This design comes from an exercise in tuning for small area, a short achievable clock period and few clock cycles per item on the open sky130 flow, not from production work.
At most, simulation tests tie the RTL to the original design; equivalence was not proved.
Power figures rest on the tool's default switching activity, not on a simulated workload.

==> flow/design.v (excerpt) <==
module space_to_depth_address_gen_core #(
  parameter int unsigned DATA_BITS = 32,
  parameter int unsigned DIM_BITS  = 12,
  parameter int unsigned ADDR_BITS = 24
) (
  input  logic                   clk_i,
  input  logic                   rst_ni,
  input  logic                   psel,
  input  logic                   penable,
  input  logic                   pwrite,
  input  logic [4:0]             paddr,
  input  logic [31:0]            pwdata,
  output logic [31:0]            prdata,
  output logic                   pready,
  input  logic                   in_valid_i,
  output logic                   in_ready_o,
  input  logic [DATA_BITS-1:0]   element_value_i,
  output logic                   out_valid_o,
  input  logic                   out_ready_i,
  output logic [DATA_BITS-1:0]   out_value_o,
  output logic [ADDR_BITS-1:0]   out_address_o,
  output logic                   in_range_o,
  output logic                   last_element_o
);
  localparam int unsigned DW = DIM_BITS + 1;
  localparam int unsigned AW = ADDR_BITS;
  logic [6:0]    batch_q;
  logic [DW-1:0] height_q, width_q, chan_q;
  logic [4:0]    block_q;
  logic [2:0]    idx;
  logic          wr_en, hit;
  logic [DW-1:0] rd_d, rd_q;
  assign idx    = paddr[4:2];
  assign wr_en  = psel && penable && pwrite;
  assign hit    = idx < 3'd5;
  assign pready = 1'b1;
  always_ff @(posedge clk_i or negedge rst_ni) begin
    if (!rst_ni) begin
      batch_q  <= 7'd1;
      height_q <= DW'(1);
      width_q  <= DW'(1);
      chan_q   <= DW'(1);
      block_q  <= 5'd1;
    end else if (wr_en) begin
      case (idx)
        3'd0: batch_q  <= pwdata[6:0];
  ...
clock: 10.0 ns
lec_check: 0
abc_clock_period_in_ps: 3000
cap_margin: 20
core_margin: 2
core_utilization: 40
slew_margin: 20
standard.sh (not shown) runs the stock make flow with config.mk's settings and CLKGATE_MAP_FILE= SYNTH_SCRIPT=/design/flow/synth_recipe.tcl, a recipe that flattens the netlist after the stock synthesis.
==> flow/flow/run.sh <==
#!/bin/bash
# Own layout flow: the standard synthesis (standard.sh synth, unchanged),
# then the standard ORFS layout steps with two extra knobs:
#  - port buffers of a small plain buffer cell instead of the resizer's pick
#  - timing repair aimed at a larger setup margin
# Each step's output goes to its own log in this folder; ORFS's per-stage
# logs are under orfs/logs/.
set -euo pipefail
MARGIN=${MARGIN:-7}
PORTBUF=${PORTBUF:-sky130_fd_sc_hd__buf_2}
[[ -f flow/params.sh ]] && source flow/params.sh
bash standard.sh synth > synth.log 2>&1
sed 's/"\${@:-finish}"/SETUP_SLACK_MARGIN='"$MARGIN"' BUFFER_PORTS_ARGS="-buffer_cell '"$PORTBUF"'" "${@:-finish}"/' standard.sh > layout.sh
grep -q "SETUP_SLACK_MARGIN=$MARGIN" layout.sh
bash layout.sh > layout.log 2>&1
==> flow/flow/params.sh <==
MARGIN=7
Then changed:
--- a/flow/design.v
+++ b/flow/design.v
@@ -80,18 +80,20 @@
   localparam logic [32*9-1:0] SS_TAB = {
     9'd256, 9'd256, 9'd256, 9'd256, 9'd256, 9'd256, 9'd256, 9'd256, 9'd256, 9'd256, 9'd256, 9'd256, 9'd256, 9'd256, 9'd256, 9'd256, 9'd225, 9'd196, 9'd169, 9'd144, 9'd121, 9'd100, 9'd81, 9'd64, 9'd49, 9'd36, 9'd25, 9'd16, 9'd9, 9'd4, 9'd1, 9'd1};
   localparam logic [32*9-1:0] K1_TAB = {
     9'd241, 9'd241, 9'd241, 9'd241, 9'd241, 9'd241, 9'd241, 9'd241, 9'd241, 9'd241, 9'd241, 9'd241, 9'd241, 9'd241, 9'd241, 9'd241, 9'd211, 9'd183, 9'd157, 9'd133, 9'd111, 9'd91, 9'd73, 9'd57, 9'd43, 9'd31, 9'd21, 9'd13, 9'd7, 9'd3, 9'd1, 9'd1};
   localparam logic [32*10-1:0] MK2_TAB = {
     10'd784, 10'd784, 10'd784, 10'd784, 10'd784, 10'd784, 10'd784, 10'd784, 10'd784, 10'd784, 10'd784, 10'd784, 10'd784, 10'd784, 10'd784, 10'd784, 10'd814, 10'd842, 10'd868, 10'd892, 10'd914, 10'd934, 10'd952, 10'd968, 10'd982, 10'd994, 10'd1004, 10'd1012, 10'd1018, 10'd1022, 10'd0, 10'd0};
-  logic [8:0] ss_q, k1_q;
-  logic [9:0] mk2_q;
-  always_ff @(posedge clk_i) begin
-    ss_q  <= SS_TAB[9*block_q +: 9];
-    k1_q  <= K1_TAB[9*block_q +: 9];
-    mk2_q <= MK2_TAB[10*block_q +: 10];
+  logic [8:0] ss_t, k1_t;
+  logic [9:0] mk2_t;
+  assign ss_t  = SS_TAB[9*block_q +: 9];
+  assign k1_t  = K1_TAB[9*block_q +: 9];
+  assign mk2_t = MK2_TAB[10*block_q +: 10];
+  logic [4:0] s_q;
+  always_ff @(posedge clk_i) begin
+    s_q <= s_eff;
   end
   logic                 o_valid_q, s_valid_q, o_free, o_load;
   logic [DATA_BITS-1:0] s_val_q, o_val_q;
   assign in_ready_o = !s_valid_q;
   assign o_free     = !o_valid_q || out_ready_i;
   assign o_load     = o_free && (s_valid_q || in_valid_i);
@@ -110,23 +112,21 @@
   end
   logic          z_q;
   logic [DW-1:0] cl_q, wl_q, hl_q;
   logic [6:0]    nl_q;
   logic [4:0]    cr_q, rr_q;
   logic          lc_q, lw_q, lh_q, ln_q, cw_q, rw_q, colok_q, rowok_q;
-  logic          mc_q, mp_q, mb_q, mr_q, sa_q, sq_q, sr_q, sh_q;
+  logic          mb_q, mr_q, sa_q, sq_q, sr_q, sh_q;
   logic          inr_q, last_q;
   logic [AW-1:0] a_q, q_q, r_q;
   logic [AW-1:0] a_add, q_add, r_add, a_nxt;
-  logic [8:0]    a_opd;
-  logic [9:0]    q_opd;
-  assign a_opd = mc_q ? ss_q : (mb_q ? k1_q : 9'd1);
-  assign q_opd = mp_q ? 10'(cr_q) : mk2_q;
-  assign a_add = a_q + AW'(a_opd);
-  assign q_add = q_q + {{(AW-10){q_opd[9]}}, q_opd};
-  assign r_add = r_q + AW'(s_eff);
+  logic [8:0]    a_opd_q;
+  logic [9:0]    q_opd_q;
+  assign a_add = a_q + AW'(a_opd_q);
+  assign q_add = q_q + {{(AW-10){q_opd_q[9]}}, q_opd_q};
+  assign r_add = r_q + AW'(s_q);
   assign a_nxt = ({AW{sa_q && !z_q}} & a_add) | ({AW{sq_q && !z_q}} & q_add) |
                  ({AW{sr_q && !z_q}} & r_add) | ({AW{sh_q && !z_q}} & r_q);
   logic lc_d, lw_d, lh_d, ln_d, cw_d, rw_d, colok_d, rowok_d;
   logic [4:0] cr_d, rr_d;
   logic step_w, step_h, step_n;
   assign step_w = !z_q && lc_q;                    
@@ -191,14 +191,14 @@
     end else if (o_load) begin
       z_q <= last_d;
     end
   end
   always_ff @(posedge clk_i) begin
     if (o_load) begin
-      mc_q <= !lc_d;
-      mp_q <= lc_d && !lw_d && !cw_d;
+      a_opd_q <= !lc_d ? ss_t : ((lc_d && !lw_d && cw_d) ? k1_t : 9'd1);
+      q_opd_q <= (lc_d && !lw_d && !cw_d) ? 10'(cr_d) : mk2_t;
       mb_q <= lc_d && !lw_d && cw_d;
       mr_q <= mr_d;
       sa_q <= !lc_d || (lc_d && !lw_d && cw_d) || (mr_d && rw_d && cw_d);
       sq_q <= (lc_d && !lw_d && !cw_d) || (mr_d && rw_d && !cw_d);
       sr_q <= mr_d && !rw_d && rowok_d;
       sh_q <= mr_d && !rw_d && !rowok_d;
After rerunning: The new run completed without violations; combinational power fell by about 9%; via count rose by 1.1%; design area fell by 1.4%; synthesized area rose by 1.4%; routed wire length rose by 0.38%; die area rose by 1.3%; worst setup slack gets better by 0.17 ns; register-to-register slack gets better by 0.20 ns; worst hold slack stays flat.
Testbench counts after the change, summed over its fixed seeds: cycles 53,572, items 52,758.
Only the layout flow was run in the first run of this note; the RTL was not checked for function there.

what the ideal ports hide:
In the flow no input, the clock included, has a driving cell. The finished layouts below were timed again as built, in two steps.
Step 1, drivers: a clkbuf_16 drives clk_i and a buf_2 each remaining input, both assumed.
Step 2 times the ports against the registers' clock, not the clock port: input delays grow and output delays shrink by t, the midpoint of the rising clock arrivals with the driver on.
Three values: no drivers, after step 1, after step 2; two values: the first two.
| run | shift t [ns] | slack for setup (ns) | worst setup path after step 2 | worst data-port slew with drivers (ns) | cell pins on the clock port's net |
|---|---|---|---|---|---|
| the first run | 0.597 | 6.661 / 6.661 / 6.430 | input to register | 0.05 | 1 |
| the second run | 0.559 | 6.827 / 6.775 / 6.516 | input to register | 0.04 | 1 |
After both steps every run listed still meets setup and hold. The setup slack of the second run, which loses most, moves by -0.052 ns with the drivers and by -0.311 ns with both steps.
